What follows belongs to an exercise in optimizing a design on an open flow for small area, a short achievable clock period and few clock cycles; a production flow would make more cautious choices. Where RTL was checked, it was by simulation tests only, not by an equivalence proof against the original. No functional check of the RTL was part of run 4. Power and IR drop assume default switching activity.

File: run.sh
#!/bin/bash
# synth_recipe.tcl (not shown) runs the flow's synth.tcl, then flattens the netlist and writes it again
# the make line also repeats each setting of config.mk as NAME=value (left out here)
make -C /OpenROAD-flow-scripts/flow DESIGN_CONFIG=/design/flow/config.mk WORK_HOME=/design/flow/orfs CLKGATE_MAP_FILE= SYNTH_SCRIPT=/design/flow/synth_recipe.tcl finish
File: config.mk
export PLATFORM = sky130hd
export DESIGN_NAME = softmax_top
export DESIGN_NICKNAME = softmax_top
export VERILOG_FILES = /design/flow/design.v
export SDC_FILE = /design/flow/constraint.sdc
export NUM_CORES = 4
export LEC_CHECK = 0
export ABC_AREA = 1
export CAP_MARGIN = 20
export CORE_MARGIN = 2
export CORE_UTILIZATION = 40
export SETUP_SLACK_MARGIN = 3.0
export SLEW_MARGIN = 20
File: constraint.sdc
create_clock -name core_clock -period 5.5 [get_ports {clk}]
set_input_delay 1.1000 -clock core_clock [delete_from_list [all_inputs] [get_ports {clk}]]
set_output_delay 1.1000 -clock core_clock [all_outputs]
set_load 0.01 [all_outputs]
File: design.v
package softmax_pkg;
  localparam int LANE_WIDTH = 16;
  localparam int LANES = 4;
  localparam int ADDR_WIDTH = 3;
  localparam int DEPTH = 2 ** ADDR_WIDTH;
  localparam int MAX_ROWS = DEPTH - 1;
  localparam int DIFF_WIDTH = LANE_WIDTH + 1;
  localparam int SUM_WIDTH = DIFF_WIDTH + 5;
  typedef logic signed [LANE_WIDTH-1:0] lane_t;
  typedef logic [LANES*LANE_WIDTH-1:0] row_t;
  typedef logic signed [DIFF_WIDTH-1:0] diff_t;
  typedef logic [LANES*DIFF_WIDTH-1:0] diff_row_t;
  typedef logic [ADDR_WIDTH-1:0] addr_t;
  typedef logic signed [SUM_WIDTH-1:0] sum_t;
  localparam lane_t LANE_MIN = {1'b1, {(LANE_WIDTH-1){1'b0}}};
endpackage
`timescale 1ns/10ps
module row_buffer (
  input  logic               clk,
  input  logic               take,
  input  logic [softmax_pkg::MAX_ROWS-1:0] row_idx,
  input  softmax_pkg::row_t  wb_rdata,
  input  logic               advance,
  input  logic [softmax_pkg::MAX_ROWS-2:0] rd_slot,
  output softmax_pkg::row_t  head
);
  localparam int RBITS = softmax_pkg::LANES * softmax_pkg::LANE_WIDTH;
  softmax_pkg::row_t mem [0:softmax_pkg::MAX_ROWS-2];
  softmax_pkg::row_t rd_data;
  always_ff @(posedge clk) begin
    for (int k = 0; k < softmax_pkg::MAX_ROWS-1; k++)
      if (take && row_idx[k+1]) mem[k] <= wb_rdata;
  end
  always_comb begin
    rd_data = '0;
    for (int k = 0; k < softmax_pkg::MAX_ROWS-1; k++)
      rd_data = rd_data | (mem[k] & {RBITS{rd_slot[k]}});
  end
  always_ff @(posedge clk) begin
    if (advance) begin
      head <= rd_data;
    end else if (take && row_idx[0]) begin
      head <= wb_rdata;
    end
  end
endmodule
`timescale 1ns/10ps
module row_fetch (
  input  logic               clk,
  input  logic               reset,
  input  logic               accept,
  input  softmax_pkg::addr_t start_addr,
  input  softmax_pkg::addr_t end_addr,
  input  logic               wb_ack,
  output logic               wb_cyc,
  output logic               wb_stb,
  output softmax_pkg::addr_t wb_adr,
  output logic               take,
  output logic               take_last,
  output logic [softmax_pkg::MAX_ROWS-1:0] row_idx
);
  softmax_pkg::addr_t end_r;
  softmax_pkg::addr_t next_adr;
  assign next_adr  = wb_adr + 1'b1;
  assign take      = wb_stb && wb_ack;
  assign take_last = take && (next_adr == end_r);
  assign wb_cyc    = wb_stb;
  always_ff @(posedge clk) begin
    if (reset) begin
      wb_stb <= 1'b0;
    end else if (accept) begin
      wb_stb <= (start_addr != end_addr);
    end else if (take_last) begin
      wb_stb <= 1'b0;
    end
  end
  always_ff @(posedge clk) begin
    if (accept) begin
      wb_adr  <= start_addr;
      end_r   <= end_addr;
      row_idx <= {{(softmax_pkg::MAX_ROWS-1){1'b0}}, 1'b1};
    end else if (take) begin
      wb_adr  <= next_adr;
      row_idx <= {row_idx[softmax_pkg::MAX_ROWS-2:0], 1'b0};
    end
  end
endmodule
`timescale 1ns/10ps
module lane_ge (
  input  softmax_pkg::lane_t a,
  input  softmax_pkg::lane_t b,
  output logic               ge
);
  localparam int W = softmax_pkg::LANE_WIDTH;
  localparam int L = ((W + 1 <= 16) ? 4 : (W + 1 <= 32) ? 5 : 6);
  logic [W-1:0] ua;
  logic [W-1:0] nb;
  logic [W:0] g [0:L];
  logic [W:0] p [0:L];
  assign ua = {~a[W-1], a[W-2:0]};
  assign nb = ~{~b[W-1], b[W-2:0]};
  assign g[0] = {ua & nb, 1'b1};
  assign p[0] = {ua ^ nb, 1'b0};
  for (genvar l = 0; l < L; l++) begin : g_lvl
    for (genvar i = 0; i <= W; i++) begin : g_bit
      if (((i >> l) & 1) == 1) begin : g_merge
        localparam int J = ((i >> l) << l) - 1;
        assign g[l+1][i] = g[l][i] | (p[l][i] & g[l][J]);
        assign p[l+1][i] = p[l][i] & p[l][J];
      end else begin : g_pass
        assign g[l+1][i] = g[l][i];
        assign p[l+1][i] = p[l][i];
      end
    end
  end
  assign ge = g[L][W];
endmodule
module max_tree (
  input  logic               clk,
  input  logic               reset,
  input  logic               clear_max,
  input  logic               row_valid,
  input  softmax_pkg::row_t  row_data,
  output softmax_pkg::lane_t max_value
);
  localparam int C = softmax_pkg::LANES + 1;
  softmax_pkg::lane_t cand [0:C-1];
  logic [C*C-1:0] ge;
  logic [C-1:0] win;
  softmax_pkg::lane_t best;
  assign cand[0] = max_value;
  for (genvar i = 0; i < softmax_pkg::LANES; i++) begin : g_lane
    assign cand[i+1] = row_data[i*softmax_pkg::LANE_WIDTH +: softmax_pkg::LANE_WIDTH];
  end
  for (genvar i = 0; i < C; i++) begin : g_i
    for (genvar j = 0; j < C; j++) begin : g_j
      if (j > i) begin : g_cmp
        lane_ge u_ge (.a(cand[i]), .b(cand[j]), .ge(ge[i*C+j]));
      end else begin : g_none
        assign ge[i*C+j] = 1'b0;
      end
    end
  end
  always_comb begin
    for (int i = 0; i < C; i++) begin
      win[i] = 1'b1;
      for (int j = 0; j < C; j++) begin
        if (j > i) win[i] = win[i] & ge[i*C+j];
        if (j < i) win[i] = win[i] & !ge[j*C+i];
      end
    end
    best = '0;
    for (int i = 0; i < C; i++)
      best = best | (cand[i] & {softmax_pkg::LANE_WIDTH{win[i]}});
  end
  always_ff @(posedge clk) begin
    if (reset || clear_max) begin
      max_value <= softmax_pkg::LANE_MIN;
    end else if (row_valid) begin
      max_value <= best;
    end
  end
endmodule
`timescale 1ns/10ps
module max_subtract (
  input  logic                   clk,
  input  softmax_pkg::lane_t     max_value,
  input  softmax_pkg::row_t      rd_data,
  output softmax_pkg::diff_row_t out_row
);
  localparam int LW = softmax_pkg::LANE_WIDTH;
  localparam int DW = softmax_pkg::DIFF_WIDTH;
  softmax_pkg::diff_row_t diff_next;
  for (genvar i = 0; i < softmax_pkg::LANES; i++) begin : g_lane
    assign diff_next[i*DW +: DW] =
      {rd_data[i*LW + LW-1], rd_data[i*LW +: LW]} - {max_value[LW-1], max_value};
  end
  always_ff @(posedge clk) begin
    out_row <= diff_next;
  end
endmodule
`timescale 1ns/10ps
module sum_tree (
  input  logic               clk,
  input  logic               reset,
  input  logic               clear_sum,
  input  logic               row_valid,
  input  softmax_pkg::row_t  row_data,
  input  logic               load_m0,
  input  logic               load_m1,
  input  logic               direct_m,
  input  softmax_pkg::lane_t max_value,
  output softmax_pkg::sum_t  sum
);
  localparam int W  = softmax_pkg::SUM_WIDTH;
  localparam int LW = softmax_pkg::LANE_WIDTH;
  localparam int PW = LW + 3;
  logic [PW-1:0] pair0, pair1;
  logic [PW-1:0] pair0_next, pair1_next;
  logic [PW-1:0] nmax4;
  logic          pc0, pc1;
  logic [W-1:0]  op_a, op_b, op_c;
  logic [W-1:0]  sum_next;
  assign nmax4 = ~{max_value[LW-1], max_value[LW-1], max_value[LW-1:0], 2'b00};
  assign pair0_next = {{3{row_data[LW-1]}}, row_data[0 +: LW]} +
                      {{3{row_data[2*LW-1]}}, row_data[LW +: LW]};
  assign pair1_next = {{3{row_data[3*LW-1]}}, row_data[2*LW +: LW]} +
                      {{3{row_data[4*LW-1]}}, row_data[3*LW +: LW]};
  always_ff @(posedge clk) begin
    if (reset) begin
      pair0 <= '0;
      pair1 <= '0;
      pc0   <= 1'b0;
      pc1   <= 1'b0;
    end else begin
      pc0 <= !row_valid && load_m0;
      pc1 <= !row_valid && load_m1;
      if (row_valid) begin
        pair0 <= pair0_next;
        pair1 <= pair1_next;
      end else begin
        pair0 <= load_m0 ? nmax4 : '0;
        pair1 <= load_m1 ? nmax4 : '0;
      end
    end
  end
  assign op_a = direct_m ? {{(W-PW){nmax4[PW-1]}}, nmax4} : sum;
  assign op_b = {{(W-PW){pair0[PW-1]}}, pair0};
  assign op_c = {{(W-PW){pair1[PW-1]}}, pair1};
  assign sum_next = op_a + op_b + op_c + (pc0 | direct_m) + pc1;
  always_ff @(posedge clk) begin
    if (reset || clear_sum) begin
      sum <= '0;
    end else begin
      sum <= sum_next;
    end
  end
endmodule
`timescale 1ns/10ps
module softmax_ctrl (
  input  logic               clk,
  input  logic               reset,
  input  logic               start,
  input  softmax_pkg::addr_t start_addr,
  input  softmax_pkg::addr_t end_addr,
  input  logic               take_last,
  output logic               accept,
  output logic               advance,
  output logic [softmax_pkg::MAX_ROWS-2:0] rd_slot,
  output logic               load_m0,
  output logic               load_m1,
  output logic               direct_m,
  output logic               out_valid,
  output logic               busy,
  output logic               done
);
  localparam int R = softmax_pkg::MAX_ROWS;
  softmax_pkg::addr_t len;
  softmax_pkg::addr_t len_r;
  softmax_pkg::addr_t rows_left;
  softmax_pkg::addr_t m_left;
  assign accept  = start && !busy;
  assign len     = end_addr - start_addr;
  assign load_m0 = (m_left != '0);
  assign load_m1 = (m_left[softmax_pkg::ADDR_WIDTH-1:1] != '0);
  always_ff @(posedge clk) begin
    if (reset) begin
      busy      <= 1'b0;
      done      <= 1'b0;
      advance   <= 1'b0;
      out_valid <= 1'b0;
      direct_m  <= 1'b0;
      m_left    <= '0;
    end else begin
      done      <= 1'b0;
      direct_m  <= 1'b0;
      out_valid <= advance;
      if (accept) begin
        if (start_addr == end_addr) begin
          done <= 1'b1;
        end else begin
          busy <= 1'b1;
        end
      end
      if (take_last) begin
        advance  <= 1'b1;
        direct_m <= (len_r == 3'd1);
        m_left   <= (len_r == 3'd1) ? '0 : len_r;
      end else begin
        if (advance && rows_left == '0) begin
          advance <= 1'b0;
          busy    <= 1'b0;
          done    <= 1'b1;
        end
        m_left <= load_m1 ? m_left - 2'd2 : '0;
      end
    end
  end
  always_ff @(posedge clk) begin
    if (accept) begin
      len_r <= len;
    end
    if (take_last) begin
      rows_left <= len_r - 1'b1;
      rd_slot   <= {{(R-2){1'b0}}, 1'b1};
    end else if (advance) begin
      rows_left <= rows_left - 1'b1;
      rd_slot   <= {rd_slot[R-3:0], 1'b0};
    end
  end
endmodule
`timescale 1ns/10ps
module softmax_top (
  input  logic                   clk,
  input  logic                   reset,
  input  logic                   start,
  input  softmax_pkg::addr_t     start_addr,
  input  softmax_pkg::addr_t     end_addr,
  output logic                   wb_cyc,
  output logic                   wb_stb,
  output softmax_pkg::addr_t     wb_adr,
  input  softmax_pkg::row_t      wb_rdata,
  input  logic                   wb_ack,
  output logic                   out_valid,
  output softmax_pkg::diff_row_t out_row,
  output softmax_pkg::sum_t      sum,
  output logic                   busy,
  output logic                   done
);
  logic  accept;
  logic  take;
  logic  take_last;
  logic [softmax_pkg::MAX_ROWS-1:0] row_idx;
  logic  advance;
  logic [softmax_pkg::MAX_ROWS-2:0] rd_slot;
  logic  load_m0;
  logic  load_m1;
  logic  direct_m;
  softmax_pkg::row_t  head;
  softmax_pkg::lane_t max_value;
  softmax_ctrl u_ctrl (
    .clk        (clk),
    .reset      (reset),
    .start      (start),
    .start_addr (start_addr),
    .end_addr   (end_addr),
    .take_last  (take_last),
    .accept     (accept),
    .advance    (advance),
    .rd_slot    (rd_slot),
    .load_m0    (load_m0),
    .load_m1    (load_m1),
    .direct_m   (direct_m),
    .out_valid  (out_valid),
    .busy       (busy),
    .done       (done)
  );
  row_fetch u_fetch (
    .clk        (clk),
    .reset      (reset),
    .accept     (accept),
    .start_addr (start_addr),
    .end_addr   (end_addr),
    .wb_ack     (wb_ack),
    .wb_cyc     (wb_cyc),
    .wb_stb     (wb_stb),
    .wb_adr     (wb_adr),
    .take       (take),
    .take_last  (take_last),
    .row_idx    (row_idx)
  );
  row_buffer u_buffer (
    .clk      (clk),
    .take     (take),
    .row_idx  (row_idx),
    .wb_rdata (wb_rdata),
    .advance  (advance),
    .rd_slot  (rd_slot),
    .head     (head)
  );
  max_tree u_max (
    .clk       (clk),
    .reset     (reset),
    .clear_max (done),
    .row_valid (take),
    .row_data  (wb_rdata),
    .max_value (max_value)
  );
  max_subtract u_sub (
    .clk       (clk),
    .max_value (max_value),
    .rd_data   (head),
    .out_row   (out_row)
  );
  sum_tree u_sum (
    .clk       (clk),
    .reset     (reset),
    .clear_sum (accept),
    .row_valid (take),
    .row_data  (wb_rdata),
    .load_m0   (load_m0),
    .load_m1   (load_m1),
    .direct_m  (direct_m),
    .max_value (max_value),
    .sum       (sum)
  );
endmodule
==> impl_metrics.json, run 1 <==
{
  "status": "finished clean",
  "required_ps": 5970,
  "antenna_found_initial": 7,
  "drt-wirelength-per-cell_um": 23.4,
  "ir_worst_vdd_mv": 0.276,
  "cts_tree": "built",
  "hold-path-endpoint": "u_fetch.row_idx[0]",
  "rsz0062_at_grt": "true",
  "overflow": 0,
  "cts_buffers": 69,
  "startpoint_type": "flip-flop",
  "die_h_um": 285,
  "reg2reg_slack_ps": 2520,
  "clock-sinks": 626,
  "dp.cells": 4258,
  "synth_commonest_cells": "624 x nand2_1, 460 x edfxtp_1, 371 x inv_1",
  "synth_edf_count": 460,
  "rows": 103,
  "ys_async_sr_fraction_pct": 0,
  "grt_pass1_vias": 24000,
  "layout-drive-gt1-share_pct": 24.5,
  "maxSlewViolCount": 0,
  "ant_nets": 0,
  "timing.rr.start": "u_ctrl.direct_m",
  "stdcell_count": 4588,
  "hp-start": "u_fetch.row_idx[0]",
  "path_class": "flip-flop to flip-flop",
  "maxCapViolCount": 0,
  "power_density_nw_per_um2": 310,
  "grtUsageTotal_pct": 25.5,
  "synthDistinctLibCells": 51,
  "p_leak_nw": 16.7,
  "clk_latency_ps": 640,
  "avgSynthCellArea_um2": 10.3,
  "arrival_ps": 3450,
  "gr-usage-met1_pct": 34.3,
  "yosys_warnings": 12,
  "die_w_um": 285,
  "p_total_mw": 12.8,
  "synth_area_leaders": "edfxtp_1 44%, ha_1 11%, dfxtp_1 11%",
  "cts_root_buf": "clkbuf_16",
  "nets": 3860,
  "clock.fmax_mhz": 335,
  "synth_ff_type": "edfxtp_1",
  "finalSetupTns_ps": 0,
  "end_kind": "flip-flop",
  "start_util_pct": 40.2,
  "vias": 25100,
  "r2r_end": "u_sum.sum[14]",
  "ff2ff_path_depth": 18,
  "hold_viol_final": 0,
  "syn_to_final_growth_pct": 30.3,
  "fillers": 6909,
  "gp_routability_congestion": 0.979,
  "holdWs_ps": 452,
  "synth_top_area_share_pct": 43.7,
  "io_pins": 172,
  "met2_usage_pct": 40.0,
  "drtPass1Iterations": 7,
  "initialDrtViolationCount": 2283,
  "die-area_um2": 81200,
  "clockBufferDepth": 3,
  "dpl_cell_area_um2": 35100,
  "h-tree-depth": 3,
  "drc": 0,
  "core_um2": 78600,
  "hold_buffers": 0,
  "netlist_area_um2": 31600,
  "portBuffers": 171,
  "viasPerCell": 5.48,
  "drt-total-wl_mm": 107,
  "grt_pass1_wl_mm": 154,
  "grt_max_degree": 74,
  "place_hpwl_mm": 70.1,
  "synth.net_count": 3440,
  "synth_seq_cells": 626,
  "grt.busiest_layer": "met2",
  "synthCells": 3061,
  "clkTransAtPathRegs_ps": 50,
  "synth_most_common_cell": "nand2_1",
  "hold_class": "flip-flop to flip-flop",
  "path_max_fanout": 4,
  "period_share_pct": 54.3,
  "ys_seq_area_share_pct": 54.3,
  "design_area_um2": 41200,
  "tightest_slew_ps": 962,
  "finalSetupViolCount": 0,
  "skew_ps": 36.4,
  "whs_path_depth": 2,
  "slew_headroom_pct": 35.9,
  "synth_area_leader_cell": "edfxtp_1",
  "grt_use_met3_pct": 4.92,
  "layout_min_cycle_time_ps": 2980
}
-- metrics by stage --
| step | utilization, % | setup slack (ps) |
|---|---|---|
| after floorplan | - | 2440 |
| final | 52.4 | 2520 |
| after CTS | 50.2 | 2530 |
| after detailed placement | 44.7 | 1120 |
| after global placement | 44.7 | 1160 |
| after global routing | 52.4 | 2350 |
-- where the power goes --
| group | internal, mW | total, mW | switching, mW |
|---|---|---|---|
| Sequential | 5.25 | 5.39 | 0.140 |
| Clock | 2.74 | 4.72 | 1.98 |
| Combinational | 1.02 | 2.67 | 1.65 |
-- registers in the layout, summed over array words and instances (netlist names), 3 cells and up --
register / flops
u_buffer.mem: 384
u_sub.out_row: 68
u_buffer.head: 64
u_sum.sum: 22
u_sum.pair0: 18
u_sum.pair1: 18
u_max.max_value: 16
u_fetch.row_idx: 7
u_ctrl.rd_slot: 6
u_ctrl.len_r: 3
u_ctrl.m_left: 3
u_ctrl.rows_left: 3
u_fetch.end_r: 3
u_fetch.wb_adr: 3
-- per-layer routing --
metal / vias up / wire [µm] / part of all wire (%)
met5: - / 39 / 0.036
met4: 6 / 5390 / 5.0
met3: 302 / 9660 / 9.0
met2: 1200 / 47400 / 44
met1: 12100 / 44700 / 42
li1: 11600 / - / -
-- critical path, stage by stage (launching register included) --
cell	delay [ps]
dfxtp_4	360
buf_12	130
nor2_4	40
fa_1	510
inv_2	40
fa_2	390
fa_2	360
nand3_2	70
nand2_2	60
inv_2	90
nor2_4	40
nor2_4	100
o21ai_2	70
nand2_1	80
nand2_2	60
a21o_1	190
xor2_1	160
inv_1	50
nor2_1	30
-- cell usage in the layout (no fill, tap or decap), drive strengths merged, types with 29 or more instances in the layout --
| cell type | instances |
|---|---|
| dfxtp | 166 |
| a22oi | 62 |
| clkbuf | 109 |
| edfxtp | 460 |
| dlygate4sd2 | 100 |
| xor2 | 47 |
| buf | 287 |
| nand2 | 633 |
| a221oi | 65 |
| inv | 367 |
| nand4 | 62 |
| nor2 | 139 |
| o21ai | 119 |
| xnor2 | 29 |
| fa | 30 |
| ha | 275 |
| nand3 | 131 |
| a21oi | 257 |
-- how the worst max path moves through the flow --
stage	startpoint	to	slack (ps)	depth (start not counted)
finish	u_ctrl.direct_m	u_sum.sum[14]	2520	18
global placement	wb_rdata[38]	u_max.max_value[15]	1160	17
CTS	u_ctrl.direct_m	u_sum.sum[21]	2530	14
floorplan	u_ctrl.direct_m	u_sum.sum[16]	2440	20
global route	u_ctrl.direct_m	u_sum.sum[21]	2350	14
detailed placement	wb_rdata[38]	u_max.max_value[13]	1120	15
-- cells by family (layout without fill, tap and decap cells) --
kind of cell               after synthesis  in the layout  synth area share (%)
other                                    0              2                     0
buffers and inverters                  462            936                  5.89
xor gates and xnor gates                76             76                  2.11
muxes                                    1              1                0.0317
DFF                                    626            626                  54.3
AOI/OAI and AO/OA                      588            588                  11.3
and+or+nand+nor                       1003           1004                  13.6
adders and majority gates              305            305                  12.8
-- layout make-up --
type	count	area [µm²]	share of cell area [%]
timing repair buffer	432	4120	10.0
sequential	626	17200	41.7
clock inverter	45	487	1.18
inverter	377	1540	3.74
multi-input combinational	1974	14700	35.7
timing repair inverter	1	8.76	0.0213
clock buffer	81	1820	4.43
antenna	2	5.00	0.0122
tap	1050	1310	3.19
-- what timing repair did --
action,CTS,global route
pin swaps,81,175
hold endpoints to repair,0,0
buffers inserted,142,51
gates cloned,2,7
gates resized for setup,560,389
endpoints found under the setup margin,442,120
Testbench counts, summed over its fixed seeds: cycles 20,100.
==> run 2: changes to the inputs <==
--- a/config.mk
+++ b/config.mk
@@ -9,5 +9,5 @@
 export CAP_MARGIN = 20
 export CORE_MARGIN = 2
 export CORE_UTILIZATION = 40
-export SETUP_SLACK_MARGIN = 3.0
+export SETUP_SLACK_MARGIN = 2.5
 export SLEW_MARGIN = 20
==> impl_metrics.json, run 2 <==
{
  "status": "finished clean",
  "io_pins": 172,
  "startpoint_type": "flip-flop",
  "path_max_fanout": 5,
  "largest_reg_flops": 384,
  "reg2reg_slack_ps": 2450,
  "grt_pass1_wl_mm": 151,
  "top_regs": "u_buffer.mem: 384 flops, u_sub.out_row: 68 flops, u_buffer.head: 64 flops",
  "power_frac_clock_pct": 37.0,
  "die_w_um": 285,
  "p_int_mw": 8.87,
  "grt_pass1_vias": 22900,
  "clock.fmax_mhz": 328,
  "hold_class": "flip-flop to flip-flop",
  "layout-drive-gt1-share_pct": 15.9,
  "die-area_um2": 81200,
  "p_sw_mw": 3.61,
  "h-tree-depth": 3,
  "top_register": "u_buffer.mem",
  "synth_ff_type": "edfxtp_1",
  "netlist_area_um2": 31600,
  "rows": 103,
  "drt-wirelength-per-cell_um": 23.5,
  "power_density_nw_per_um2": 320,
  "skew_ps": 25.5,
  "synth_seq_cells": 626,
  "finalSetupViolCount": 0,
  "r2r_end": "u_sum.sum[16]",
  "place_hpwl_mm": 73.0,
  "overflow": 0,
  "ir_worst_vdd_mv": 0.295,
  "antenna_found_initial": 10,
  "nets": 3763,
  "slew_headroom_pct": 25.8,
  "die_h_um": 285,
  "clockBufferDepth": 3,
  "stdcell_count": 4493,
  "synth_most_common_cell": "nand2_1",
  "synth.net_count": 3440,
  "tightest_slew_ps": 1110,
  "arrival_ps": 3510,
  "synth_commonest_cells": "624 x nand2_1, 460 x edfxtp_1, 371 x inv_1",
  "ant_nets": 0,
  "ff2ff_path_depth": 18,
  "grtUsageTotal_pct": 25.2,
  "maxSlewViolCount": 0,
  "syn_to_final_growth_pct": 23.4,
  "clock-sinks": 626,
  "drc": 0,
  "ys_seq_area_share_pct": 54.3,
  "synthDistinctLibCells": 51,
  "synth_edf_count": 460,
  "clk_latency_ps": 630,
  "switching_share_pct": 28.9,
  "cts_buffers": 70,
  "drtPass1Iterations": 5,
  "initialDrtViolationCount": 2433,
  "start_util_pct": 40.2,
  "maxCapViolCount": 0,
  "synth_area_leaders": "edfxtp_1 44%, ha_1 11%, dfxtp_1 11%",
  "viasPerCell": 5.41,
  "finalSetupTns_ps": 0,
  "core_um2": 78600,
  "rsz0062_at_grt": "true",
  "p_comb_share_pct": 20.0,
  "crit_path_start": "u_ctrl.direct_m",
  "endpoint": "u_sum.sum[16]",
  "hold_viol_final": 0,
  "vias": 24300,
  "p_leak_nw": 15.8,
  "clkTransAtPathRegs_ps": 50,
  "final_common_cell": "nand2_1",
  "cts_root_buf": "clkbuf_16",
  "p_total_mw": 12.5,
  "layout_common_cells": "591 x nand2_1, 460 x edfxtp_1, 348 x inv_1",
  "portBuffers": 171,
  "ys_async_sr_fraction_pct": 0,
  "whs_path_depth": 2,
  "gp_routability_congestion": 0.964,
  "cts_tree": "built",
  "holdWs_ps": 463,
  "end_kind": "flip-flop",
  "synthCells": 3061,
  "pwr-share-seq_pct": 43.0,
  "timing.rr.start": "u_ctrl.direct_m",
  "grt_max_degree": 77,
  "required_ps": 5960,
  "synth_area_leader_cell": "edfxtp_1",
  "path_class": "flip-flop to flip-flop",
  "period_share_pct": 55.4,
  "dp.cells": 4261,
  "final_core_util_pct": 49.6,
  "drt-total-wl_mm": 106,
  "yosys_warnings": 12,
  "layout_min_cycle_time_ps": 3050,
  "avgSynthCellArea_um2": 10.3,
  "synth_top_area_share_pct": 43.7
}
[run 2: cell counts after synthesis]
No cell type changed its count.
[run 2: worst min path at each step]
stage	startpoint	endpoint	slack (ps)
after floorplan	u_fetch.row_idx[0]	u_fetch.row_idx[0]	430
after detailed placement	u_fetch.row_idx[0]	u_fetch.row_idx[0]	450
after global routing	u_ctrl.m_left[0]	u_ctrl.m_left[0]	490
after global placement	u_fetch.row_idx[0]	u_fetch.row_idx[0]	440
final	u_fetch.row_idx[0]	u_fetch.row_idx[0]	460
after CTS	u_fetch.row_idx[0]	u_fetch.row_idx[0]	460
[run 2: kinds of logic after synthesis]
kind of cell	Yosys count	synth area share (%)
and+or+nand+nor	1003	13.6
DFF	626	54.3
buffers and inverters	462	5.89
adders and majority gates	305	12.8
muxes	1	0.0317
xor gates and xnor gates	76	2.11
AOI/OAI and AO/OA	588	11.3
[run 2: power by group through the flow]
stage                     combinational [mW]  sequential (mW)  clock [mW]
after global routing                    2.70             5.38        4.85
after detailed placement                2.26             5.47           0
after CTS                               2.39             5.37        4.68
final                                   2.50             5.37        4.62
after floorplan                         1.26             5.46           0
after global placement                  2.25             5.47           0
[run 2: layout make-up]
type	count	area, µm²
Timing Repair Buffer	334	3180
Antenna cell	5	12.5
Multi-Input combinational cell	1975	13600
Clock buffer	95	1960
Clock inverter	31	285
Sequential cell	626	17200
Tap cell	1050	1310
Fill cell	7127	39600
Inverter	377	1450
[run 2: metrics by stage]
stage | setup WS [ps] | cell area [µm²]
6_report | 2450 | 39000
3_3_place_gp | 1130 | 34800
5_1_grt | 2310 | 39000
4_1_cts | 2420 | 38200
3_5_place_dp | 1160 | 34800
2_1_floorplan | 1930 | 31700
[run 2: timing repair]
item                                    4_1_cts  5_1_grt
setup buffers                                57       38
endpoints found under the setup margin      225       90
pin swaps                                    39       76
cloned                                        3        3
hold endpoints to repair                      0        0
hold buffers                                  0        0
resized for setup                           214      222
[run 2: layer usage]
layer	vias to the layer above	global-route usage, %	wire length, µm	part of all wire, %
met5	-	0	10	0.0095
met4	2	11.1	5030	4.8
met3	226	3.96	8130	7.7
met2	980	40.0	47600	45
met1	11800	34.3	44800	42
li1	11300	-	-	-
[run 2: worst max-delay path: stages (launching register included)]
cell	delay [ps]
dfxtp_4	400
nor2_4	40
fa_1	520
inv_2	40
fa_2	370
fa_2	400
nand3_2	80
nand2_2	60
inv_2	80
nor2_4	50
nor2_4	110
o21ai_2	70
nand2_1	90
nand2_2	70
a21o_1	220
nand2_1	90
nand2_1	60
nand2_2	70
a21oi_2	60
==> run 3: changes to the inputs <==
--- a/config.mk
+++ b/config.mk
@@ -8,6 +8,7 @@
 export ABC_AREA = 1
 export CAP_MARGIN = 20
 export CORE_MARGIN = 2
-export CORE_UTILIZATION = 40
-export SETUP_SLACK_MARGIN = 2.5
+export CORE_UTILIZATION = 55
+export CTS_BUF_LIST = sky130_fd_sc_hd__clkbuf_8
+export SETUP_SLACK_MARGIN = 3.0
 export SLEW_MARGIN = 20
==> impl_metrics.json, run 3 <==
{
  "status": "finished clean",
  "p_int_mw": 8.24,
  "start_util_pct": 55.8,
  "grt_pass1_vias": 24900,
  "drt-wirelength-per-cell_um": 26.6,
  "drt-total-wl_mm": 114,
  "syn_to_final_growth_pct": 26.0,
  "synth_most_common_cell": "nand2_1",
  "pwr-share-seq_pct": 45.3,
  "path_common_cell": "nor2_4",
  "cts_root_buf": "clkbuf_8",
  "cp_cell_sequence": "nor2_4 -> fa_1 -> inv_2 -> fa_2 -> fa_2 -> nand3_2 -> nand2_2 -> inv_2 -> nor2_4 -> nor2_4 -> o21ai_2 -> nand2_1 -> nand2_2 -> a21o_1 -> xor2_1 -> inv_1 -> nor2_1",
  "rsz0062_at_grt": "true",
  "synth_edf_count": 460,
  "die_h_um": 244,
  "synth_seq_cells": 626,
  "holdWs_ps": 456,
  "p_comb_share_pct": 22.1,
  "p_total_mw": 12.0,
  "nets": 3830,
  "clock-sinks": 626,
  "cts_tree": "built",
  "cpPeakStageDelay_ps": 510,
  "finalSetupViolCount": 0,
  "path_class": "flip-flop to flip-flop",
  "grt_pass1_wl_mm": 161,
  "maxCapViolCount": 0,
  "ff2ff_path_depth": 17,
  "rows": 87,
  "place_hpwl_mm": 73.9,
  "tightest_slew_ps": 916,
  "drc": 0,
  "required_ps": 6060,
  "synth_area_leaders": "edfxtp_1 44%, ha_1 11%, dfxtp_1 11%",
  "initialDrtViolationCount": 2862,
  "portBuffers": 171,
  "layout_common_cells": "562 x nand2_1, 460 x edfxtp_1, 346 x inv_1",
  "ant_nets": 0,
  "fillers": 4175,
  "ir_worst_vdd_mv": 0.309,
  "power_frac_clock_pct": 32.6,
  "clkTransAtPathRegs_ps": 60,
  "top_regs": "u_buffer.mem: 384 flops, u_sub.out_row: 68 flops, u_buffer.head: 64 flops",
  "skew_ps": 42.8,
  "gp_routability_congestion": 0.966,
  "maxSlewViolCount": 0,
  "layout_min_cycle_time_ps": 3020,
  "p_sw_mw": 3.75,
  "synth_area_leader_cell": "edfxtp_1",
  "hold_class": "flip-flop to flip-flop",
  "die_w_um": 244,
  "core_um2": 56600,
  "slew_headroom_pct": 38.8,
  "grt_max_degree": 97,
  "layout-drive-gt1-share_pct": 23.4,
  "vias": 26000,
  "end_kind": "flip-flop",
  "path_max_fanout": 5,
  "netlist_area_um2": 31600,
  "final_common_cell": "nand2_1",
  "hold_viol_final": 0,
  "clockBufferDepth": 3,
  "avgSynthCellArea_um2": 10.3,
  "io_pins": 172,
  "cts_buffers": 100,
  "ys_seq_area_share_pct": 54.3,
  "largest_reg_flops": 384,
  "finalSetupTns_ps": 0,
  "synth_commonest_cells": "624 x nand2_1, 460 x edfxtp_1, 371 x inv_1",
  "synthCells": 3061,
  "synth.net_count": 3440,
  "startpoint_type": "flip-flop",
  "drtPass1Iterations": 8,
  "overflow": 0,
  "switching_share_pct": 31.3,
  "top_register": "u_buffer.mem",
  "antenna_found_initial": 10,
  "synthDistinctLibCells": 51,
  "ys_async_sr_fraction_pct": 0,
  "p_leak_nw": 16.2,
  "period_share_pct": 54.9,
  "synth_top_area_share_pct": 43.7,
  "power_density_nw_per_um2": 301,
  "arrival_ps": 3580,
  "synth_ff_type": "edfxtp_1",
  "clk_latency_ps": 740,
  "final_core_util_pct": 70.3,
  "h-tree-depth": 3,
  "die-area_um2": 59400,
  "viasPerCell": 6.07,
  "yosys_warnings": 12,
  "whs_path_depth": 2,
  "cp_slowest_cell": "fa_1",
  "clock.fmax_mhz": 331,
  "grtUsageTotal_pct": 37.2
}
-- run 3: cell types whose count changed in the layout (fill, tap and decap cells not counted), moves of 27 or more --
cell / before / now
ha_1: 228 / 196
buf_6: 26 / 53
clkbuf_16: 75 / 5
clkdlybuf4s50_1: 110 / 9
dlygate4sd2_1: 3 / 88
buf_4: 117 / 151
ha_4: 39 / 72
clkbuf_8: 7 / 111
nand2_1: 591 / 562
-- run 3: final timing paths --
kind / start / end / slack [ps]
worst max-delay path: u_ctrl.direct_m / u_sum.sum[14] / 2480
worst min-delay path: u_fetch.row_idx[0] / u_fetch.row_idx[0] / 460
worst max register to register: u_ctrl.direct_m / u_sum.sum[14] / 2480
worst min register to register: u_fetch.row_idx[0] / u_fetch.row_idx[0] / 460
-- run 3: layer usage --
metal  track usage, %  vias to the layer above  routed length, µm
met5                0                        -                 47
met4             18.0                        8               6270
met3             9.25                      356              12900
met2             57.5                     1681              50900
met1             49.4                    12500              43800
li1                 -                    11500                  -
-- run 3: worst max-delay path: cells and delay by family (launching register included) --
kind,cells,cell delay (ps)
xor+xnor,1,150
fa+ha+maj,3,1300
buf+inv,3,190
flops,1,410
simple gates,8,540
compound gates,2,260
-- run 3: repair_timing --
item	in CTS	in global routing
endpoints found under the setup margin	365	125
hold buffers	0	0
buffers inserted	101	43
pin swaps	84	127
cloned	6	3
gates resized for setup	668	286
-- run 3: logic make-up after synthesis --
group                    after synthesis  share of synthesized area, %
buffers and inverters                462                          5.89
multiplexers                           1                        0.0317
flip-flops                           626                          54.3
XOR/XNOR                              76                          2.11
adder cells (fa/ha/maj)              305                          12.8
AND/OR/NAND/NOR                     1003                          13.6
AO/OA/AOI/OAI                        588                          11.3
-- run 3: area by class of cell --
type / instances / area, µm² / area share [%]
flip-flops and latches: 626 / 17200 / 43.2
multi-input cells: 1974 / 14600 / 36.6
repair buffers: 371 / 3570 / 8.96
inverters: 377 / 1530 / 3.84
clock buffers: 111 / 1530 / 3.84
well taps: 756 / 946 / 2.38
clock inverters: 70 / 425 / 1.07
repair inverters: 1 / 8.76 / 0.0220
diodes: 3 / 7.51 / 0.0189
-- run 3: power groups by stage --
stage / Sequential [mW] / Combinational, mW / Clock, mW
final: 5.43 / 2.65 / 3.91
after CTS: 5.43 / 2.44 / 3.94
after detailed placement: 5.53 / 2.29 / 0
after floorplan: 5.46 / 1.30 / 0
after global routing: 5.44 / 2.81 / 4.14
after global placement: 5.53 / 2.25 / 0
-- run 3: per-stage QoR --
step | cell area [µm²] | std cells | setup slack (ps)
floorplan | 32100 | 3061 | 2440
global placement | 34600 | 3952 | 1050
detailed placement | 34600 | 3952 | 1060
CTS | 38300 | 4240 | 2530
global route | 39800 | 4287 | 2400
finish | 39800 | 4289 | 2480
==> run 4: changes to the inputs <==
--- a/design.v
+++ b/design.v
@@ -20,11 +20,12 @@
   input  logic               take,
   input  logic [softmax_pkg::MAX_ROWS-1:0] row_idx,
   input  softmax_pkg::row_t  wb_rdata,
-  input  logic               advance,
-  input  logic [softmax_pkg::MAX_ROWS-2:0] rd_slot,
+  input  logic [softmax_pkg::LANES-1:0] advance,
+  input  logic [softmax_pkg::LANES*(softmax_pkg::MAX_ROWS-1)-1:0] rd_slot,
   output softmax_pkg::row_t  head
 );
-  localparam int RBITS = softmax_pkg::LANES * softmax_pkg::LANE_WIDTH;
+  localparam int LW = softmax_pkg::LANE_WIDTH;
+  localparam int S = softmax_pkg::MAX_ROWS - 1;
   softmax_pkg::row_t mem [0:softmax_pkg::MAX_ROWS-2];
   softmax_pkg::row_t rd_data;
   always_ff @(posedge clk) begin
@@ -33,14 +34,17 @@
   end
   always_comb begin
     rd_data = '0;
-    for (int k = 0; k < softmax_pkg::MAX_ROWS-1; k++)
-      rd_data = rd_data | (mem[k] & {RBITS{rd_slot[k]}});
+    for (int i = 0; i < softmax_pkg::LANES; i++)
+      for (int k = 0; k < S; k++)
+        rd_data[i*LW +: LW] = rd_data[i*LW +: LW] | (mem[k][i*LW +: LW] & {LW{rd_slot[i*S+k]}});
   end
   always_ff @(posedge clk) begin
-    if (advance) begin
-      head <= rd_data;
-    end else if (take && row_idx[0]) begin
-      head <= wb_rdata;
+    for (int i = 0; i < softmax_pkg::LANES; i++) begin
+      if (advance[i]) begin
+        head[i*LW +: LW] <= rd_data[i*LW +: LW];
+      end else if (take && row_idx[0]) begin
+        head[i*LW +: LW] <= wb_rdata[i*LW +: LW];
+      end
     end
   end
 endmodule
@@ -188,7 +192,7 @@
   input  softmax_pkg::row_t  row_data,
   input  logic               load_m0,
   input  logic               load_m1,
-  input  logic               direct_m,
+  input  logic [1:0]         direct_m,
   input  softmax_pkg::lane_t max_value,
   output softmax_pkg::sum_t  sum
 );
@@ -200,6 +204,7 @@
   logic [PW-1:0] nmax4;
   logic          pc0, pc1;
   logic [W-1:0]  op_a, op_b, op_c;
+  logic [W-1:0]  nmax4_x;
   logic [W-1:0]  sum_next;
   assign nmax4 = ~{max_value[LW-1], max_value[LW-1], max_value[LW-1:0], 2'b00};
   assign pair0_next = {{3{row_data[LW-1]}}, row_data[0 +: LW]} +
@@ -224,10 +229,12 @@
       end
     end
   end
-  assign op_a = direct_m ? {{(W-PW){nmax4[PW-1]}}, nmax4} : sum;
+  assign nmax4_x = {{(W-PW){nmax4[PW-1]}}, nmax4};
+  assign op_a[W/2-1:0] = direct_m[0] ? nmax4_x[W/2-1:0] : sum[W/2-1:0];
+  assign op_a[W-1:W/2] = direct_m[1] ? nmax4_x[W-1:W/2] : sum[W-1:W/2];
   assign op_b = {{(W-PW){pair0[PW-1]}}, pair0};
   assign op_c = {{(W-PW){pair1[PW-1]}}, pair1};
-  assign sum_next = op_a + op_b + op_c + (pc0 | direct_m) + pc1;
+  assign sum_next = op_a + op_b + op_c + (pc0 | direct_m[0]) + pc1;
   always_ff @(posedge clk) begin
     if (reset || clear_sum) begin
       sum <= '0;
@@ -246,10 +253,11 @@
   input  logic               take_last,
   output logic               accept,
   output logic               advance,
-  output logic [softmax_pkg::MAX_ROWS-2:0] rd_slot,
+  output logic [softmax_pkg::LANES-1:0] advance_c,
+  output logic [softmax_pkg::LANES*(softmax_pkg::MAX_ROWS-1)-1:0] rd_slot,
   output logic               load_m0,
   output logic               load_m1,
-  output logic               direct_m,
+  output logic [1:0]         direct_m,
   output logic               out_valid,
   output logic               busy,
   output logic               done
@@ -268,12 +276,13 @@
       busy      <= 1'b0;
       done      <= 1'b0;
       advance   <= 1'b0;
+      advance_c <= '0;
       out_valid <= 1'b0;
-      direct_m  <= 1'b0;
+      direct_m  <= '0;
       m_left    <= '0;
     end else begin
       done      <= 1'b0;
-      direct_m  <= 1'b0;
+      direct_m  <= '0;
       out_valid <= advance;
       if (accept) begin
         if (start_addr == end_addr) begin
@@ -283,13 +292,15 @@
         end
       end
       if (take_last) begin
-        advance  <= 1'b1;
-        direct_m <= (len_r == 3'd1);
+        advance   <= 1'b1;
+        advance_c <= '1;
+        direct_m  <= {2{len_r == 3'd1}};
         m_left   <= (len_r == 3'd1) ? '0 : len_r;
       end else begin
         if (advance && rows_left == '0) begin
-          advance <= 1'b0;
-          busy    <= 1'b0;
+          advance   <= 1'b0;
+          advance_c <= '0;
+          busy      <= 1'b0;
           done    <= 1'b1;
         end
         m_left <= load_m1 ? m_left - 2'd2 : '0;
@@ -302,10 +313,11 @@
     end
     if (take_last) begin
       rows_left <= len_r - 1'b1;
-      rd_slot   <= {{(R-2){1'b0}}, 1'b1};
+      rd_slot   <= {softmax_pkg::LANES{{(R-2){1'b0}}, 1'b1}};
     end else if (advance) begin
       rows_left <= rows_left - 1'b1;
-      rd_slot   <= {rd_slot[R-3:0], 1'b0};
+      for (int i = 0; i < softmax_pkg::LANES; i++)
+        rd_slot[i*(R-1) +: R-1] <= {rd_slot[i*(R-1) +: R-2], 1'b0};
     end
   end
 endmodule
@@ -332,10 +344,11 @@
   logic  take_last;
   logic [softmax_pkg::MAX_ROWS-1:0] row_idx;
   logic  advance;
-  logic [softmax_pkg::MAX_ROWS-2:0] rd_slot;
+  logic [softmax_pkg::LANES-1:0] advance_c;
+  logic [softmax_pkg::LANES*(softmax_pkg::MAX_ROWS-1)-1:0] rd_slot;
   logic  load_m0;
   logic  load_m1;
-  logic  direct_m;
+  logic [1:0] direct_m;
   softmax_pkg::row_t  head;
   softmax_pkg::lane_t max_value;
   softmax_ctrl u_ctrl (
@@ -347,6 +360,7 @@
     .take_last  (take_last),
     .accept     (accept),
     .advance    (advance),
+    .advance_c  (advance_c),
     .rd_slot    (rd_slot),
     .load_m0    (load_m0),
     .load_m1    (load_m1),
@@ -374,7 +388,7 @@
     .take     (take),
     .row_idx  (row_idx),
     .wb_rdata (wb_rdata),
-    .advance  (advance),
+    .advance  (advance_c),
     .rd_slot  (rd_slot),
     .head     (head)
   );
==> impl_metrics.json, run 4 <==
{
  "status": "finished clean",
  "synthCells": 3060,
  "syn_to_final_growth_pct": 30.5,
  "power_density_nw_per_um2": 298,
  "synth_edf_count": 460,
  "gp_routability_congestion": 0.971,
  "period_share_pct": 54.1,
  "ys_seq_area_share_pct": 54.5,
  "p_leak_nw": 16.6,
  "core_um2": 56500,
  "die-area_um2": 59100,
  "start_util_pct": 55.7,
  "path_max_fanout": 10,
  "design_area_um2": 41100,
  "skew_ps": 40.4,
  "avgSynthCellArea_um2": 10.3,
  "synth_commonest_cells": "618 x nand2_1, 460 x edfxtp_1, 361 x inv_1",
  "clock-sinks": 626,
  "top_regs": "u_buffer.mem: 384 flops, u_sub.out_row: 68 flops, u_buffer.head: 64 flops",
  "synthDistinctLibCells": 53,
  "viasPerCell": 5.99,
  "finalSetupTns_ps": 0,
  "antenna_found_initial": 7,
  "crit_family": "adder cells",
  "layout_min_cycle_time_ps": 2970,
  "finalSetupViolCount": 0,
  "drc": 0,
  "cpPeakStageDelay_ps": 530,
  "path_class": "flip-flop to flip-flop",
  "grtUsageTotal_pct": 37.1,
  "maxCapViolCount": 0,
  "top_register": "u_buffer.mem",
  "cts_buffers": 101,
  "maxSlewViolCount": 0,
  "layout-drive-gt1-share_pct": 27.6,
  "synth_most_common_cell": "nand2_1",
  "fillers": 3978,
  "yosys_warnings": 12,
  "clock.fmax_mhz": 336,
  "end_kind": "flip-flop",
  "place_hpwl_mm": 72.2,
  "vias": 26100,
  "grt_pass1_wl_mm": 161,
  "netlist_area_um2": 31500,
  "tightest_slew_ps": 1060,
  "synth_area_leaders": "edfxtp_1 44%, ha_1 11%, dfxtp_1 11%",
  "slew_headroom_pct": 29.5,
  "nets": 3902,
  "ir_worst_vdd_mv": 0.304,
  "largest_reg_flops": 384,
  "cts_root_buf": "clkbuf_8",
  "path_buf_inv": 3,
  "synth_area_leader_cell": "edfxtp_1",
  "startpoint_type": "flip-flop",
  "cts_tree": "built",
  "cp_slowest_cell": "fa_1",
  "overflow": 0,
  "holdWs_ps": 465,
  "clockBufferDepth": 3,
  "clk_latency_ps": 750,
  "portBuffers": 171,
  "rsz0062_at_grt": "true",
  "drtPass1Iterations": 8,
  "io_pins": 172,
  "path_common_cell": "nand2_1",
  "layout_common_cells": "534 x nand2_1, 460 x edfxtp_1, 327 x inv_1",
  "h-tree-depth": 3,
  "cp_cell_sequence": "buf_4 -> nand2_1 -> o21ai_1 -> fa_1 -> inv_1 -> ha_4 -> a21oi_2 -> o21ai_4 -> nand2_1 -> o211ai_1 -> buf_4 -> nand2_1 -> nand3_2 -> or2_2 -> a21oi_1",
  "die_h_um": 243,
  "initialDrtViolationCount": 2676,
  "drt-total-wl_mm": 113,
  "grt_pass1_vias": 24900,
  "dpl_cell_area_um2": 34900,
  "rows": 87,
  "synth_seq_cells": 626,
  "arrival_ps": 3610,
  "drt-wirelength-per-cell_um": 25.8,
  "hold_class": "flip-flop to flip-flop",
  "clkTransAtPathRegs_ps": 60,
  "synth_ff_type": "edfxtp_1",
  "hold_viol_final": 0,
  "synth_top_area_share_pct": 43.9,
  "ant_nets": 0,
  "final_core_util_pct": 72.7,
  "synth.net_count": 3439,
  "ys_async_sr_fraction_pct": 0,
  "required_ps": 6140,
  "die_w_um": 243,
  "grt_max_degree": 71,
  "final_common_cell": "nand2_1"
}
[run 4: layer usage]
metal  up-vias  global-route usage [%]  wire length [µm]
met5         -                       0                18
met4         2                    15.7              5350
met3       312                    7.60             11600
met2      1533                    58.7             51200
met1     12600                    49.8             44400
li1      11700                       -                 -
[run 4: final cells by class]
type / instances / area [µm²] / share of cell area, %
timing repair buffer: 439 / 4160 / 10.1
clock inverter: 76 / 489 / 1.19
tap: 756 / 946 / 2.30
sequential: 626 / 17200 / 41.9
antenna: 3 / 7.51 / 0.0183
multi-input combinational: 1986 / 15200 / 37.1
inverter: 369 / 1520 / 3.71
clock buffer: 110 / 1510 / 3.69
[run 4: worst paths after layout]
check	cells past startpoint	startpoint	slack [ps]	end
max	15	u_ctrl.direct_m[0]	2530	u_sum.sum[21]
max reg2reg	15	u_ctrl.direct_m[0]	2530	u_sum.sum[21]
min	2	u_ctrl.m_left[0]	470	u_ctrl.m_left[0]
min reg2reg	2	u_ctrl.m_left[0]	470	u_ctrl.m_left[0]
[run 4: logic make-up (layout without fill, tap and decap cells)]
group | count (synthesis) | count (layout) | synth area share (%)
other | 0 | 3 | 0
buffers and inverters | 452 | 994 | 5.56
AOI/OAI and AO/OA | 594 | 594 | 11.5
muxes | 1 | 1 | 0.0318
adders and majority gates | 305 | 305 | 12.8
xor gates and xnor gates | 77 | 77 | 2.14
DFF | 626 | 626 | 54.5
and+or+nand+nor | 1005 | 1009 | 13.4
[run 4: per-stage QoR]
| step | power, mW | instances | setup WS (ps) |
|---|---|---|---|
| finish | 12.2 | 4365 | 2530 |
| global route | 12.6 | 4363 | 2380 |
| CTS | 12.0 | 4292 | 2500 |
| detailed placement | 7.80 | 3960 | 1160 |
| global placement | 7.76 | 3960 | 1240 |
| floorplan | 6.77 | 3060 | 2440 |
[run 4: worst reg2reg max path, cell delays in order, from the launching register on]
cell,delay [ps]
dfxtp_4,370
buf_4,190
nand2_1,80
o21ai_1,80
fa_1,530
inv_1,60
ha_4,270
a21oi_2,210
o21ai_4,100
nand2_1,70
o211ai_1,170
buf_4,190
nand2_1,80
nand3_2,90
or2_2,290
a21oi_1,120
[run 4: report_power, final]
part | total (mW) | switching, mW | internal, mW
logic | 2.68 | 1.63 | 1.05
clock network | 4.04 | 1.95 | 2.09
registers | 5.50 | 0.243 | 5.26
[run 4: timing repair]
action                                  4_1_cts  5_1_grt
resized for setup                           727      266
pin swaps                                   118      167
cloned                                        8        3
hold buffers                                  0        0
endpoints found under the setup margin      354      296
buffers inserted                            138       67
==> run 5: changes to the inputs <==
--- a/design.v
+++ b/design.v
@@ -104,7 +104,7 @@
   assign ua = {~a[W-1], a[W-2:0]};
   assign nb = ~{~b[W-1], b[W-2:0]};
   assign g[0] = {ua & nb, 1'b1};
-  assign p[0] = {ua ^ nb, 1'b0};
+  assign p[0] = {ua | nb, 1'b0};
   for (genvar l = 0; l < L; l++) begin : g_lvl
     for (genvar i = 0; i <= W; i++) begin : g_bit
       if (((i >> l) & 1) == 1) begin : g_merge
@@ -166,6 +166,35 @@
   end
 endmodule
 `timescale 1ns/10ps
+module pfx_add #(
+  parameter int W = 16
+) (
+  input  logic [W-1:0] a,
+  input  logic [W-1:0] b,
+  input  logic         cin,
+  output logic [W-1:0] s
+);
+  localparam int L = ((W + 1 <= 16) ? 4 : (W + 1 <= 32) ? 5 : 6);
+  logic [W:0] g [0:L];
+  logic [W:0] p [0:L];
+  logic [W-1:0] h;
+  assign h = a ^ b;
+  assign g[0] = {a & b, cin};
+  assign p[0] = {h, 1'b0};
+  for (genvar l = 0; l < L; l++) begin : g_lvl
+    for (genvar i = 0; i <= W; i++) begin : g_bit
+      if (((i >> l) & 1) == 1) begin : g_merge
+        localparam int J = ((i >> l) << l) - 1;
+        assign g[l+1][i] = g[l][i] | (p[l][i] & g[l][J]);
+        assign p[l+1][i] = p[l][i] & p[l][J];
+      end else begin : g_pass
+        assign g[l+1][i] = g[l][i];
+        assign p[l+1][i] = p[l][i];
+      end
+    end
+  end
+  assign s = h ^ g[L][W-1:0];
+endmodule
 module max_subtract (
   input  logic                   clk,
   input  softmax_pkg::lane_t     max_value,
@@ -176,8 +205,12 @@
   localparam int DW = softmax_pkg::DIFF_WIDTH;
   softmax_pkg::diff_row_t diff_next;
   for (genvar i = 0; i < softmax_pkg::LANES; i++) begin : g_lane
-    assign diff_next[i*DW +: DW] =
-      {rd_data[i*LW + LW-1], rd_data[i*LW +: LW]} - {max_value[LW-1], max_value};
+    pfx_add #(.W(DW)) u_sub (
+      .a   ({rd_data[i*LW + LW-1], rd_data[i*LW +: LW]}),
+      .b   (~{max_value[LW-1], max_value}),
+      .cin (1'b1),
+      .s   (diff_next[i*DW +: DW])
+    );
   end
   always_ff @(posedge clk) begin
     out_row <= diff_next;
@@ -192,7 +225,6 @@
   input  softmax_pkg::row_t  row_data,
   input  logic               load_m0,
   input  logic               load_m1,
-  input  logic [1:0]         direct_m,
   input  softmax_pkg::lane_t max_value,
   output softmax_pkg::sum_t  sum
 );
@@ -204,7 +236,6 @@
   logic [PW-1:0] nmax4;
   logic          pc0, pc1;
   logic [W-1:0]  op_a, op_b, op_c;
-  logic [W-1:0]  nmax4_x;
   logic [W-1:0]  sum_next;
   assign nmax4 = ~{max_value[LW-1], max_value[LW-1], max_value[LW-1:0], 2'b00};
   assign pair0_next = {{3{row_data[LW-1]}}, row_data[0 +: LW]} +
@@ -229,12 +260,10 @@
       end
     end
   end
-  assign nmax4_x = {{(W-PW){nmax4[PW-1]}}, nmax4};
-  assign op_a[W/2-1:0] = direct_m[0] ? nmax4_x[W/2-1:0] : sum[W/2-1:0];
-  assign op_a[W-1:W/2] = direct_m[1] ? nmax4_x[W-1:W/2] : sum[W-1:W/2];
+  assign op_a = sum;
   assign op_b = {{(W-PW){pair0[PW-1]}}, pair0};
   assign op_c = {{(W-PW){pair1[PW-1]}}, pair1};
-  assign sum_next = op_a + op_b + op_c + (pc0 | direct_m[0]) + pc1;
+  assign sum_next = op_a + op_b + op_c + pc0 + pc1;
   always_ff @(posedge clk) begin
     if (reset || clear_sum) begin
       sum <= '0;
@@ -257,7 +286,6 @@
   output logic [softmax_pkg::LANES*(softmax_pkg::MAX_ROWS-1)-1:0] rd_slot,
   output logic               load_m0,
   output logic               load_m1,
-  output logic [1:0]         direct_m,
   output logic               out_valid,
   output logic               busy,
   output logic               done
@@ -267,6 +295,8 @@
   softmax_pkg::addr_t len_r;
   softmax_pkg::addr_t rows_left;
   softmax_pkg::addr_t m_left;
+  logic one_row;
+  logic late_done;
   assign accept  = start && !busy;
   assign len     = end_addr - start_addr;
   assign load_m0 = (m_left != '0);
@@ -278,12 +308,16 @@
       advance   <= 1'b0;
       advance_c <= '0;
       out_valid <= 1'b0;
-      direct_m  <= '0;
       m_left    <= '0;
+      late_done <= 1'b0;
     end else begin
       done      <= 1'b0;
-      direct_m  <= '0;
+      late_done <= 1'b0;
       out_valid <= advance;
+      if (late_done) begin
+        busy <= 1'b0;
+        done <= 1'b1;
+      end
       if (accept) begin
         if (start_addr == end_addr) begin
           done <= 1'b1;
@@ -294,14 +328,17 @@
       if (take_last) begin
         advance   <= 1'b1;
         advance_c <= '1;
-        direct_m  <= {2{len_r == 3'd1}};
-        m_left   <= (len_r == 3'd1) ? '0 : len_r;
+        m_left    <= len_r;
       end else begin
         if (advance && rows_left == '0) begin
           advance   <= 1'b0;
           advance_c <= '0;
-          busy      <= 1'b0;
-          done    <= 1'b1;
+          if (one_row) begin
+            late_done <= 1'b1;
+          end else begin
+            busy <= 1'b0;
+            done <= 1'b1;
+          end
         end
         m_left <= load_m1 ? m_left - 2'd2 : '0;
       end
@@ -309,7 +346,8 @@
   end
   always_ff @(posedge clk) begin
     if (accept) begin
-      len_r <= len;
+      len_r   <= len;
+      one_row <= (len == 3'd1);
     end
     if (take_last) begin
       rows_left <= len_r - 1'b1;
@@ -348,7 +386,6 @@
   logic [softmax_pkg::LANES*(softmax_pkg::MAX_ROWS-1)-1:0] rd_slot;
   logic  load_m0;
   logic  load_m1;
-  logic [1:0] direct_m;
   softmax_pkg::row_t  head;
   softmax_pkg::lane_t max_value;
   softmax_ctrl u_ctrl (
@@ -364,7 +401,6 @@
     .rd_slot    (rd_slot),
     .load_m0    (load_m0),
     .load_m1    (load_m1),
-    .direct_m   (direct_m),
     .out_valid  (out_valid),
     .busy       (busy),
     .done       (done)
@@ -414,7 +450,6 @@
     .row_data  (wb_rdata),
     .load_m0   (load_m0),
     .load_m1   (load_m1),
-    .direct_m  (direct_m),
     .max_value (max_value),
     .sum       (sum)
   );
==> impl_metrics.json, run 5 <==
{
  "status": "finished clean",
  "synthDistinctLibCells": 49,
  "core_um2": 54000,
  "ir_worst_vdd_mv": 0.290,
  "die_h_um": 238,
  "arrival_ps": 3520,
  "slew_headroom_pct": 38.5,
  "synth_ff_type": "edfxtp_1",
  "finalSetupViolCount": 0,
  "whs_path_depth": 2,
  "required_ps": 6140,
  "grt_pass1_wl_mm": 152,
  "period_share_pct": 52.4,
  "layout-drive-gt1-share_pct": 29.7,
  "die-area_um2": 56800,
  "top_register": "u_buffer.mem",
  "ant_nets": 0,
  "die_w_um": 238,
  "hold_buffers": 0,
  "path_class": "flip-flop to flip-flop",
  "synth_commonest_cells": "630 x nand2_1, 461 x edfxtp_1, 241 x inv_1",
  "power_density_nw_per_um2": 316,
  "synth_edf_count": 461,
  "avgSynthCellArea_um2": 10.4,
  "drt-wirelength-per-cell_um": 25.1,
  "drtPass1Iterations": 7,
  "final-seq-area_um2": 17300,
  "nets": 3734,
  "grt_pass1_vias": 24500,
  "io_pins": 172,
  "synth_top_area_share_pct": 45.8,
  "syn_to_final_growth_pct": 31.1,
  "met1_length_mm": 42.3,
  "initialDrtViolationCount": 2717,
  "p_total_mw": 12.5,
  "clk_latency_ps": 760,
  "top_regs": "u_buffer.mem: 384 flops, u_sub.out_row: 68 flops, u_buffer.head: 64 flops",
  "cts_buffers": 99,
  "hold_class": "flip-flop to flip-flop",
  "clock-sinks": 627,
  "synth_seq_cells": 627,
  "multi_input_area_um2": 13600,
  "gp_routability_congestion": 0.973,
  "overflow": 0,
  "layout_common_cells": "552 x nand2_1, 461 x edfxtp_1, 247 x inv_1",
  "place_hpwl_mm": 65.8,
  "maxCapViolCount": 0,
  "wl_met2_mm": 48.0,
  "yosys_warnings": 15,
  "hold_viol_final": 0,
  "synth_area_leader_cell": "edfxtp_1",
  "synth.net_count": 3215,
  "tightest_slew_ps": 923,
  "layout_min_cycle_time_ps": 2880,
  "route.met3.wl_mm": 11.0,
  "drc": 0,
  "fillers": 3922,
  "portBuffers": 171,
  "antenna_found_initial": 1,
  "path_max_fanout": 3,
  "largest_reg_flops": 384,
  "netlist_area_um2": 30200,
  "maxSlewViolCount": 0,
  "p_leak_nw": 16.1,
  "ys_seq_area_share_pct": 56.8,
  "cts_root_buf": "clkbuf_8",
  "start_util_pct": 55.9,
  "highest_layer": "met4",
  "synth_most_common_cell": "nand2_1",
  "viasPerCell": 6.07,
  "grtUsageTotal_pct": 36.5,
  "finalSetupTns_ps": 0,
  "startpoint_type": "flip-flop",
  "end_kind": "flip-flop",
  "clock.fmax_mhz": 347,
  "cts_tree": "built",
  "clkTransAtPathRegs_ps": 60,
  "final_common_cell": "nand2_1",
  "vias": 25600,
  "rows": 85,
  "synthCells": 2916,
  "drt-total-wl_mm": 106,
  "clockBufferDepth": 3,
  "grt_max_degree": 74,
  "ff2ff_path_depth": 13,
  "synth_area_leaders": "edfxtp_1 46%, dfxtp_1 11%, nand2_1 7.8%",
  "skew_ps": 42.6,
  "h-tree-depth": 3,
  "ys_async_sr_fraction_pct": 0,
  "rsz0062_at_grt": "true"
}
run 5: cell types whose count changed after synthesis, moves of 23 or more:
| cell | before | now |
|---|---|---|
| inv_1 | 361 | 241 |
| nand3_1 | 150 | 187 |
| o21ai_0 | 103 | 80 |
| nor2_1 | 137 | 201 |
| inv_2 | 6 | 31 |
| ha_1 | 275 | 179 |
| a21oi_1 | 251 | 198 |
run 5: critical path: stages (launching register included):
cell and delay, ps:
dfxtp_2 340, fa_1 530, fa_2 380, fa_2 370, nand3_2 100, nand2_2 90
a21oi_4 160, o21ai_2 90, a21oi_2 230, buf_4 160, o21ai_2 50, xor2_1 150
inv_1 50, nor2_1 80
run 5: routing by layer:
| metal | vias to the layer above | GRT usage, % |
|---|---|---|
| met5 | - | 0 |
| met4 | 0 | 14.5 |
| met3 | 337 | 7.06 |
| met2 | 1544 | 56.9 |
| met1 | 12500 | 50.7 |
| li1 | 11300 | - |
run 5: cell type report:
| type | instances | share of cell area [%] |
|---|---|---|
| Multi-Input combinational cell | 1922 | 34.4 |
| Antenna cell | 2 | 0.0126 |
| Timing Repair Buffer | 506 | 11.8 |
| Clock inverter | 77 | 1.03 |
| Inverter | 276 | 3.06 |
| Sequential cell | 627 | 43.6 |
| Tap cell | 696 | 2.20 |
| Timing Repair inverter | 3 | 0.0569 |
| Clock buffer | 110 | 3.82 |
run 5: final timing paths:
path,from,end,slack (ps)
setup / recovery,u_sum.pair0[0],u_sum.sum[14],2620
hold / removal,u_fetch.row_idx[0],u_fetch.row_idx[0],480
hold reg to reg,u_fetch.row_idx[0],u_fetch.row_idx[0],480
setup reg to reg,u_sum.pair0[0],u_sum.sum[14],2620
run 5: cell families after synthesis:
kind of cell / synth area share, %
compound gates: 10.9
xor+xnor: 1.77
fa+ha+maj: 10.5
buf+inv: 4.78
flops: 56.8
simple gates: 15.3
run 5: power breakdown:
part | internal (mW) | leakage, nW | total (mW) | switching [mW]
logic | 1.17 | 9.30 | 3.06 | 1.90
registers | 5.29 | 5.56 | 5.64 | 0.354
clock network | 1.95 | 1.20 | 3.81 | 1.86
run 5: repair_timing:
item | 4_1_cts | 5_1_grt
cloned | 9 | 3
gates resized for setup | 697 | 376
pin swaps | 139 | 202
setup buffers | 203 | 68
setup endpoints to repair | 387 | 101
run 5: metrics by stage:
stage               hold slack (ps)  cell area, µm²  cells  setup WS (ps)  utilization, %
floorplan                       419           30600   2916           2640               -
global placement                438           33200   3747           1140            61.4
detailed placement              451           33200   3747           1160            61.4
CTS                             472           38000   4146           2680            70.4
global route                    518           39600   4218           2530            73.3
finish                          478           39600   4219           2620            73.3
Testbench counts of run 5, summed over its fixed seeds: cycles 20,322.
==> run 6: changes to the inputs <==
--- a/config.mk
+++ b/config.mk
@@ -10,5 +10,5 @@
 export CORE_MARGIN = 2
 export CORE_UTILIZATION = 55
 export CTS_BUF_LIST = sky130_fd_sc_hd__clkbuf_8
-export SETUP_SLACK_MARGIN = 3.0
+export SETUP_SLACK_MARGIN = 3.5
 export SLEW_MARGIN = 20
==> impl_metrics.json, run 6 <==
{
  "drtPass1Iterations": 10,
  "ir_worst_vdd_mv": 0.343,
  "synth_most_common_cell": "nand2_1",
  "required_ps": 6110,
  "p_comb_share_pct": 25.3,
  "maxSlewViolCount": 0,
  "drt-wirelength-per-cell_um": 25.7,
  "finalSetupTns_ps": 0,
  "ff2ff_path_depth": 17,
  "top_register": "u_buffer.mem",
  "final_common_cell": "nand2_1",
  "hold_class": "flip-flop to flip-flop",
  "layout_common_cells": "535 x nand2_1, 461 x edfxtp_1, 226 x inv_1, 226 x buf_4, 162 x nor2_1",
  "grtUsageTotal_pct": 37.4,
  "end_kind": "flip-flop",
  "whs_path_depth": 2,
  "start_util_pct": 55.9,
  "p_sw_mw": 4.21,
  "synth_ff_type": "edfxtp_1",
  "hp-start": "u_ctrl.m_left[1]",
  "synth_area_leaders": "edfxtp_1 46%, dfxtp_1 11%, nand2_1 7.8%",
  "grt_pass1_vias": 25100,
  "nets": 3753,
  "yosys_warnings": 15,
  "r2r_end": "u_sub.out_row[15]",
  "ys_seq_area_share_pct": 56.8,
  "p_int_mw": 8.80,
  "die_w_um": 238,
  "skew_ps": 29.2,
  "grt_pass1_wl_mm": 156,
  "h-tree-depth": 3,
  "finalSetupViolCount": 0,
  "fillers": 3577,
  "vias": 26100,
  "synth_edf_count": 461,
  "rows": 85,
  "clockBufferDepth": 3,
  "cts_tree": "built",
  "layout_min_cycle_time_ps": 2820,
  "clock.fmax_mhz": 355,
  "startpoint_type": "flip-flop",
  "antenna_found_initial": 5,
  "synthCells": 2916,
  "die_h_um": 238,
  "tightest_slew_ps": 1070,
  "grt_max_degree": 77,
  "slew_headroom_pct": 28.4,
  "synth.net_count": 3215,
  "synth_top_area_share_pct": 45.8,
  "place_hpwl_mm": 65.0,
  "power_density_nw_per_um2": 318,
  "synth_commonest_cells": "630 x nand2_1, 461 x edfxtp_1, 241 x inv_1",
  "gp_routability_congestion": 0.961,
  "top_regs": "u_buffer.mem: 384 flops, u_sub.out_row: 68 flops, u_buffer.head: 64 flops",
  "arrival_ps": 3430,
  "pwr-share-seq_pct": 43.1,
  "drc": 0,
  "portBuffers": 171,
  "io_pins": 172,
  "p_total_mw": 13.0,
  "status": "finished clean",
  "cts_root_buf": "clkbuf_8",
  "period_share_pct": 51.2,
  "syn_to_final_growth_pct": 35.3,
  "viasPerCell": 6.16,
  "path_class": "flip-flop to flip-flop",
  "largest_reg_flops": 384,
  "hold_viol_final": 0,
  "cts_buffers": 101,
  "switching_share_pct": 32.3,
  "drt-total-wl_mm": 109,
  "synth_area_leader_cell": "edfxtp_1",
  "clk_latency_ps": 720,
  "initialDrtViolationCount": 3109,
  "ant_nets": 0,
  "die-area_um2": 56800,
  "synth_seq_cells": 627,
  "maxCapViolCount": 0,
  "synthDistinctLibCells": 49,
  "core_um2": 54000,
  "reg2reg_slack_ps": 2680,
  "clock-sinks": 627,
  "p_leak_nw": 16.5,
  "hold-path-endpoint": "u_ctrl.m_left[2]",
  "timing.rr.start": "u_max.max_value[2]",
  "path_max_fanout": 6,
  "clkTransAtPathRegs_ps": 80,
  "ys_async_sr_fraction_pct": 0,
  "rsz0062_at_grt": "true",
  "overflow": 0,
  "avgSynthCellArea_um2": 10.4,
  "netlist_area_um2": 30200,
  "layout-drive-gt1-share_pct": 36.1,
  "power_frac_clock_pct": 31.7
}
==> run 6: cell count changes in the layout (fill, tap and decap cells not counted), moves of 18 or more <==
cell	before	now
inv_1	247	226
nand3_1	132	160
dfxtp_2	39	57
buf_6	111	152
buf_2	12	61
dfxtp_1	115	80
dlygate4sd2_1	75	7
buf_12	13	31
a21oi_1	160	141
nand3_2	53	24
==> run 6: power by group through the flow <==
stage | Sequential (mW) | Clock [mW] | Combinational [mW]
floorplan | 5.51 | 0 | 1.58
global placement | 5.67 | 0 | 2.56
detailed placement | 5.68 | 0 | 2.60
CTS | 5.58 | 4.15 | 2.95
global route | 5.61 | 4.36 | 3.47
finish | 5.60 | 4.12 | 3.29
==> run 6: how the worst max path moves through the flow <==
stage	slack, ps	startpoint	end
global placement	1120	wb_rdata[50]	u_sum.pair1[13]
global route	2560	u_sum.pair0[0]	u_sum.sum[14]
floorplan	2640	wb_rdata[33]	u_sum.pair1[14]
CTS	2720	u_max.max_value[2]	u_sub.out_row[32]
detailed placement	1100	wb_rdata[50]	u_sum.pair1[13]
finish	2680	u_max.max_value[2]	u_sub.out_row[15]
==> run 6: metal layers <==
metal / part of all wire [%] / track usage [%] / up-vias
met4: 5.1 / 17.3 / 2
met3: 11 / 7.51 / 379
met1: 39 / 51.2 / 12700
li1: - / - / 11300
met5: 0.012 / 0 / -
met2: 45 / 57.8 / 1786
==> run 6: cell families after synthesis <==
group           Yosys count  synth area share [%]
xor+xnor                 61                  1.77
buf+inv                 368                  4.78
compound gates          531                  10.9
fa+ha+maj               225                  10.5
flops                   627                  56.8
simple gates           1104                  15.3
==> run 6: final cells by class <==
class / instances / area [µm²] / area share [%]
Clock inverter: 72 / 467 / 1.14
Tap cell: 696 / 871 / 2.13
Timing Repair Buffer: 522 / 5020 / 12.3
Clock buffer: 117 / 1610 / 3.94
Sequential cell: 627 / 17300 / 42.4
Antenna cell: 3 / 7.51 / 0.0184
Inverter: 276 / 1240 / 3.04
Multi-Input combinational cell: 1923 / 14300 / 35.0
Timing Repair inverter: 3 / 22.5 / 0.0551
==> run 6: timing repair <==
item                                     CTS  global route
gates cloned                              14             4
endpoints found under the setup margin   742           433
hold buffers                               0             0
resized for setup                       1105           390
pin swaps                                150           157
buffers inserted                         216            74
==> run 6: critical path, cell delays in order, from the launching register on <==
cell      delay, ps
dfxtp_4         400
inv_8            70
buf_12          130
ha_4            270
nand2_2          50
nor2_2           90
a211oi_2         60
o21ai_2         140
nand2_1          90
nand2_2         100
a21oi_4          90
o21ai_4         250
nand2_2          90
nand3_2          90
and2_4          160
nor2_4           40
fa_1            550
inv_1            40
==> run 6: stage by stage <==
stage	instances	utilization, %	setup WS [ps]	hold slack, ps	area, µm²
2_1_floorplan	2916	-	2640	460	31100
3_3_place_gp	3739	62.2	1120	470	33600
3_5_place_dp	3739	62.2	1100	487	33600
4_1_cts	4158	72.4	2720	493	39100
5_1_grt	4238	75.7	2560	528	40900
6_report	4239	75.7	2680	499	40900
